Source: an optimization exercise on an open RTL-to-GDS flow (aim: small area, a short achievable clock period and few clock cycles per item). Production flows keep margins and buffers that such runs may drop. Where RTL was checked, it was by simulation tests only, not by an equivalence proof against the original.

==> inputs of run M <==
Design kalman_filter_mc, start of the top module:
module kalman_filter_mc #(
    parameter int DW    = 13,
    parameter int CH    = 3,
    parameter int CW    = 2,
    parameter int FRAC  = 12,
    parameter int Q_DEF = 1,
    parameter int R_DEF = 64,
    parameter int B     = 3           
) (
    input  logic              clk,
    input  logic              rst_n,
    input  logic              cfg_we,
    input  logic [DW-2:0]     q_cfg,
    input  logic [DW-2:0]     r_cfg,
    input  logic              clr,
    input  logic              in_valid,
    output logic              in_ready,
    input  logic [CW-1:0]     in_ch,
    input  logic signed [DW-1:0] in_data,
    output logic              out_valid,
    output logic [CW-1:0]     out_ch,
    output logic signed [DW-1:0] out_data
);
    localparam int PW  = DW - 1;            
    localparam int KW  = FRAC + 1;          
    localparam int DNW = PW + 2;            
    localparam int NIT = FRAC / B;          
    logic [PW-1:0] r_q, r_r;         
    logic [PW-1:0] r_qe, r_re;       
    logic          r_dirty;          
    logic signed [DW-1:0] r_x  [CH];
    logic [PW-1:0]        r_p  [CH];
    logic [CH-1:0]        r_seeded;
    logic [CH-1:0]        r_kv;         
    logic [KW-1:0]        r_m_k;        
    logic [PW-1:0]        r_m_pn;       
    logic [PW-1:0]        r_m_p;
    logic                 w_m_fx;       
    logic                 r_s_valid;
    logic [CW-1:0]        r_s_ch;
    logic signed [DW-1:0] r_s_z;
    logic                 r_in_ready;
    logic                 r_in_ready_o;     
    logic                 r_out_valid;
    logic [CW-1:0]        r_out_ch;
    logic signed [DW-1:0] r_out_data;
    logic                 r_e_busy;     
    logic                 r_e_mul;      
    logic [CW-1:0]        r_e_ch;
    logic [3:0]           r_e_cnt;
    logic [PW-1:0]        r_e_pf;
  ...
==> flow/config.mk <==
export PLATFORM = sky130hd
export DESIGN_NAME = kalman_filter_mc
export DESIGN_NICKNAME = kalman_filter_mc
export VERILOG_FILES = /design/flow/design.v
export SDC_FILE = /design/flow/constraint.sdc
export NUM_CORES = 4
export LEC_CHECK = 0
export CAP_MARGIN = 20
export CORE_MARGIN = 2
export CORE_UTILIZATION = 40
export CTS_CLUSTER_DIAMETER = 300
export CTS_CLUSTER_SIZE = 20
export SLEW_MARGIN = 20
==> flow/constraint.sdc <==
create_clock -name core_clock -period 50.0 [get_ports {clk}]
set_input_delay 10.0000 -clock core_clock [delete_from_list [all_inputs] [get_ports {clk}]]
set_output_delay 10.0000 -clock core_clock [all_outputs]
set_load 0.01 [all_outputs]
standard.sh (not shown) runs the stock make flow with config.mk's settings and CLKGATE_MAP_FILE= SYNTH_SCRIPT=/design/flow/synth_recipe.tcl, a recipe that flattens the netlist after the stock synthesis.
==> flow/flow/run.sh <==
#!/bin/bash
set -euo pipefail
bash standard.sh "BUFFER_PORTS_ARGS=-buffer_cell sky130_fd_sc_hd__buf_4" finish > flow_make.log 2>&1
==> run X: changes against run M <==
==> flow/design.v (replaced) <==
`default_nettype none
module kalman_filter_mc #(
    parameter int DW    = 13,
    parameter int CH    = 3,
    parameter int CW    = 2,
    parameter int FRAC  = 12,
    parameter int Q_DEF = 1,
    parameter int R_DEF = 64,
    parameter int B     = 2           
) (
    input  logic              clk,
    input  logic              rst_n,
    input  logic              cfg_we,
    input  logic [DW-2:0]     q_cfg,
    input  logic [DW-2:0]     r_cfg,
    input  logic              clr,
    input  logic              in_valid,
    output logic              in_ready,
    input  logic [CW-1:0]     in_ch,
    input  logic signed [DW-1:0] in_data,
    output logic              out_valid,
    output logic [CW-1:0]     out_ch,
    output logic signed [DW-1:0] out_data
);
    localparam int PW  = DW - 1;            
    localparam int KW  = FRAC + 1;          
    localparam int DNW = PW + 2;            
    localparam int NIT = FRAC / B;          
    logic [PW-1:0] r_q, r_r;         
    logic [PW-1:0] r_qe, r_re;       
    logic          r_dirty;          
    logic signed [DW-1:0] r_x  [CH];
    logic [PW-1:0]        r_p  [CH];
    logic [KW-1:0]        r_k  [CH];    
    logic [PW-1:0]        r_pn [CH];    
    logic [CH-1:0]        r_seeded;
    logic [CH-1:0]        r_kv;         
    logic [CH-1:0]        r_fx;         
    logic                 r_s_valid;
    logic [CW-1:0]        r_s_ch;
    logic signed [DW-1:0] r_s_z;
    logic                 r_in_ready;
    logic                 r_in_ready_o;     
    logic                 r_out_valid;
    logic [CW-1:0]        r_out_ch;
    logic signed [DW-1:0] r_out_data;
    logic                 r_e_busy;     
    logic                 r_e_mul;      
    logic [CW-1:0]        r_e_ch;
    logic [$clog2(NIT+1)-1:0] r_e_cnt;
    logic [PW-1:0]        r_e_pf;
    logic [DNW-1:0]       r_e_den;
    logic [DNW-1:0]       r_e_rem;
    logic                 r_e_q12;
    logic [FRAC-1:0]      r_e_q;
    logic                 r_e_dz;       
    logic [CH-1:0]        r_s_oh;       
    logic                 w_s_seeded, w_s_kv, w_s_k12, w_fire;
    logic [CH-1:0]        w_xsel;
    logic signed [DW-1:0] w_ma, w_mb, w_msum, w_xn;
    logic [FRAC-1:0]      w_k;
    logic signed [DW:0]   w_innov;
    logic signed [FRAC+DW+1:0] w_acc;
    always_comb begin
        w_s_seeded = |(r_s_oh & r_seeded);
        w_s_kv     = |(r_s_oh & r_kv);
        w_fire     = r_s_valid && (!w_s_seeded || (w_s_kv && !r_e_mul));
        w_xsel     = r_e_mul ? '0 : r_s_oh;
        w_mb       = r_e_mul ? DW'(r_e_pf) : '0;
        w_k        = r_e_mul ? r_e_q : '0;
        w_s_k12    = 1'b0;
        for (int c = 0; c < CH; c++) begin
            w_mb    = w_mb | (r_x[c] & {DW{w_xsel[c]}});
            w_k     = w_k | (r_k[c][FRAC-1:0] & {FRAC{w_xsel[c]}});
            w_s_k12 = w_s_k12 | (r_k[c][FRAC] & r_s_oh[c]);
        end
        w_ma       = r_e_mul ? '0 : r_s_z;
        w_innov    = (DW+1)'(w_ma) - (DW+1)'(w_mb);
        w_acc      = $signed({w_mb, {FRAC{r_e_mul}}}) + $signed({1'b0, w_k}) * w_innov;
        w_msum     = w_acc[FRAC+DW-1:FRAC];
        w_xn       = (w_s_seeded && !w_s_k12) ? w_msum : r_s_z;
    end
    logic [DNW-1:0] w_rem [B+1];
    logic [B-1:0]   w_qb;
    logic [DNW:0]   w_t   [B];
    logic           w_e_last;
    logic [FRAC-1:0] w_e_q;
    logic [PW-1:0]  w_e_pn;
    logic           w_e_fx;
    always_comb begin
        w_rem[0] = r_e_rem;
        for (int i = 0; i < B; i++) begin
            w_t[i] = {w_rem[i], 1'b0} - {1'b0, r_e_den};
            w_qb[B-1-i] = !w_t[i][DNW] && !r_e_dz;
            w_rem[i+1]  = w_qb[B-1-i] ? w_t[i][DNW-1:0] : {w_rem[i][DNW-2:0], 1'b0};
        end
        w_e_last = (r_e_cnt == 1);
        w_e_q    = {r_e_q[FRAC-1-B:0], w_qb};
        w_e_pn   = w_msum[PW-1:0] & {PW{!r_e_q12}};
        w_e_fx   = (w_e_pn == r_p[r_e_ch]);
    end
    logic           w_l_go;
    logic [CW-1:0]  w_l_ch;
    logic [PW:0]    w_l_psum;
    logic [PW-1:0]  w_l_pf;
    logic [DNW-1:0] w_l_den;
    logic           w_l_r0;
    logic           w_inval;
    logic           w_e_done;
    logic           w_e_free;
    logic [CH-1:0]  w_cand;
    always_comb begin
        w_inval  = r_in_ready && r_dirty;
        w_e_done = r_e_mul;
        w_e_free = !r_e_busy;
        for (int c = 0; c < CH; c++)
            w_cand[c] = !r_kv[c] && r_seeded[c] && !(w_fire && r_s_ch == CW'(c))
                        && !((r_e_busy || r_e_mul) && r_e_ch == CW'(c));
        w_l_go = 1'b0;
        w_l_ch = '0;
        for (int c = CH-1; c >= 0; c--)
            if (w_cand[c]) begin
                w_l_go = 1'b1;
                w_l_ch = CW'(c);
            end
        if (r_s_valid && w_cand[r_s_ch])
            w_l_ch = r_s_ch;
        w_l_go   = w_l_go && w_e_free && !w_inval;
        w_l_psum = {1'b0, r_p[w_l_ch]} + {1'b0, r_qe};
        w_l_pf   = w_l_psum[PW] ? '1 : w_l_psum[PW-1:0];
        w_l_den  = DNW'(w_l_pf) + DNW'(r_re);
        w_l_r0   = (r_re == '0);
    end
    logic [CH-1:0] w_seeded_n, w_kv_n, w_ok_n;
    logic          w_e_abort, w_e_mul_n;
    always_comb begin
        w_e_abort = w_inval || (w_fire && !w_s_seeded && r_s_ch == r_e_ch);
        w_e_mul_n = r_e_busy && w_e_last && !w_e_abort;
        for (int c = 0; c < CH; c++) begin
            w_seeded_n[c] = r_seeded[c] && !clr;
            w_kv_n[c]     = r_kv[c];
            if (w_e_done && !w_e_abort && r_e_ch == CW'(c))
                w_kv_n[c] = 1'b1;
            if (w_fire && r_s_ch == CW'(c)) begin
                w_seeded_n[c] = 1'b1;
                w_kv_n[c]     = w_s_seeded && r_fx[c];
            end
            if (w_inval)
                w_kv_n[c] = 1'b0;
            w_ok_n[c] = !w_seeded_n[c] || (w_kv_n[c] && !w_e_mul_n);
        end
    end
    logic w_rdy_n, w_rdy_o_n;
    always_comb begin
        if (r_in_ready)
            w_rdy_n = !in_valid || in_ch == 2'd3 || w_ok_n[in_ch];
        else
            w_rdy_n = !r_s_valid || w_fire || w_ok_n[r_s_ch];
        w_rdy_o_n = w_ok_n[r_in_ready ? in_ch : r_s_ch];
        if (r_in_ready ? (!in_valid || in_ch == 2'd3) : (!r_s_valid || w_fire))
            w_rdy_o_n = 1'b1;
    end
    always_ff @(posedge clk or negedge rst_n) begin
        if (!rst_n) begin
            r_qe        <= PW'(Q_DEF);
            r_re        <= PW'(R_DEF);
            r_dirty     <= 1'b0;
            r_seeded    <= '0;
            r_kv        <= '0;
            r_s_valid   <= 1'b0;
            r_in_ready  <= 1'b0;
            r_in_ready_o <= 1'b0;
            r_out_valid <= 1'b0;
            r_e_busy    <= 1'b0;
            r_e_mul     <= 1'b0;
        end else begin
            if (r_in_ready) begin
                if (r_dirty) begin
                    r_qe <= r_q;
                    r_re <= r_r;
                end
                r_dirty <= cfg_we;
            end else if (cfg_we) begin
                r_dirty <= 1'b1;
            end
            r_seeded    <= w_seeded_n;
            r_kv        <= w_kv_n;
            r_out_valid <= w_fire;
            if (r_in_ready)
                r_s_valid <= in_valid && (in_ch != 2'd3);
            else
                r_s_valid <= r_s_valid && !w_fire;
            r_in_ready <= w_rdy_n;
            r_in_ready_o <= w_rdy_o_n;
            if (w_l_go) begin
                r_e_busy <= 1'b1;
                r_e_mul  <= 1'b0;
            end else if (w_e_abort) begin
                r_e_busy <= 1'b0;
                r_e_mul  <= 1'b0;
            end else if (r_e_busy && w_e_last) begin
                r_e_busy <= 1'b0;
                r_e_mul  <= 1'b1;
            end else if (w_e_done) begin
                r_e_mul  <= 1'b0;
            end
        end
    end
    always_ff @(posedge clk) begin
        if (cfg_we) begin
            r_q <= q_cfg;
            r_r <= r_cfg;
        end
        if (r_in_ready) begin
            r_s_z  <= in_data;
            r_s_ch <= in_ch;
            for (int c = 0; c < CH; c++)
                r_s_oh[c] <= (in_ch == CW'(c));
        end
        for (int c = 0; c < CH; c++)
            if (w_fire && r_s_oh[c]) begin
                r_x[c] <= w_xn;
                r_p[c] <= w_s_seeded ? r_pn[c] : r_re;
            end
        r_out_ch   <= r_s_ch;
        r_out_data <= w_xn;
        if (w_e_done) begin
            r_k[r_e_ch]  <= {r_e_q12, r_e_q};
            r_pn[r_e_ch] <= w_e_pn;
            r_fx[r_e_ch] <= w_e_fx;
        end
        if (w_l_go) begin
            r_e_ch  <= w_l_ch;
            r_e_cnt <= NIT[$bits(r_e_cnt)-1:0];
            r_e_pf  <= w_l_pf;
            r_e_den <= w_l_den;
            r_e_dz  <= (w_l_den == '0);
            r_e_rem <= w_l_r0 ? '0 : DNW'(w_l_pf);
            r_e_q12 <= w_l_r0 && w_l_pf != '0;
        end else begin
            r_e_cnt <= r_e_cnt - 1'b1;
            r_e_rem <= w_rem[B];
            if (r_e_busy)
                r_e_q <= w_e_q;
        end
    end
    assign in_ready  = r_in_ready_o;
    assign out_valid = r_out_valid;
    assign out_ch    = r_out_ch;
    assign out_data  = r_out_data;
endmodule
`default_nettype wire
==> flow/run.sh (new file) <==
#!/bin/bash
# synth_recipe.tcl (not shown) runs the flow's synth.tcl, then flattens the netlist and writes it again
# the make line also repeats each setting of config.mk as NAME=value (left out here)
make -C /OpenROAD-flow-scripts/flow DESIGN_CONFIG=/design/flow/config.mk WORK_HOME=/design/flow/orfs CLKGATE_MAP_FILE= SYNTH_SCRIPT=/design/flow/synth_recipe.tcl finish
CTS_CLUSTER_DIAMETER = not set   (was 300)
CTS_CLUSTER_SIZE = not set   (was 20)
removed: flow/flow/run.sh
removed: flow/standard.sh
==> qor summary <==
metric                                                                              run X                    run M
Clk_skew                                                                       0.02665 ns               0.02209 ns
Number of vias after detailed routing                                               15623                    14549
Worst hold path stage count                                                             2                        0
Fraction of synthesized area in multiplexers                                      0.01679                  0.03358
Met3 demand-to-capacity share in global routing                                   0.02775                  0.02310
Adder and majority gate portion of the synthesized area                            0.2372                   0.2504
Sequential element share of the synthesized area                                   0.3995                   0.3647
Launch instance of the worst min-delay path                              r_r[4]$_DFFE_PP_      r_e_q[10]$_DFFE_PP_
Number of nets in the synthesized netlist                                            2415                     2296
Most used standard cell by instance count after synthesis        sky130_fd_sc_hd__nand2_1   sky130_fd_sc_hd__inv_1
Final core utilization                                                             0.4529                   0.4361
Relative slew slack                                                                0.2071                   0.3323
Result of the run                                                 complete, no violations  complete, no violations
Total Die Area                                                                 55920 um^2               53340 um^2
Summed instance area of the synthesized netlist                                21620 um^2               20600 um^2
Share of the synthesized area in compound gates (AO/OA/AOI/OAI)                    0.1222                   0.1167
Biggest cell delay along the critical path                                        0.81 ns                  0.86 ns
Metal-1 WL                                                                       25520 um                 22520 um
Testbench counts of run M, summed over its fixed seeds: cycles 13,630, items 12,000.
Function not checked in run X: the RTL went through the layout flow alone.

-- afterwards: timing with drivers on the ports --
Ports are ideal in the flow. The routed layouts listed here were re-timed in OpenROAD.
Step 1 assumes that a clkbuf_16 drives the clock port and a buf_2 every other input.
Step 2, shift: input delay + t, output delay - t, t = (earliest + latest rising clock arrival at the registers) / 2. This alone moves slack from input paths to output paths.
a / b / c = ideal / step 1 / step 2; a / b = the first two.
| run | shift t [ns] | setup slack, ns | worst hold slack (ns) | worst slew at a driven data input, ns |
|---|---|---|---|---|
| run M | 0.558 | 38.659 / 38.659 / 38.659 | 0.468 / 0.468 / 0.468 | 0.06 |
| run X | 0.601 | 38.425 / 38.425 / 38.425 | 0.437 / 0.437 / 0.437 | 0.07 |
After both steps every run listed still meets setup and hold.
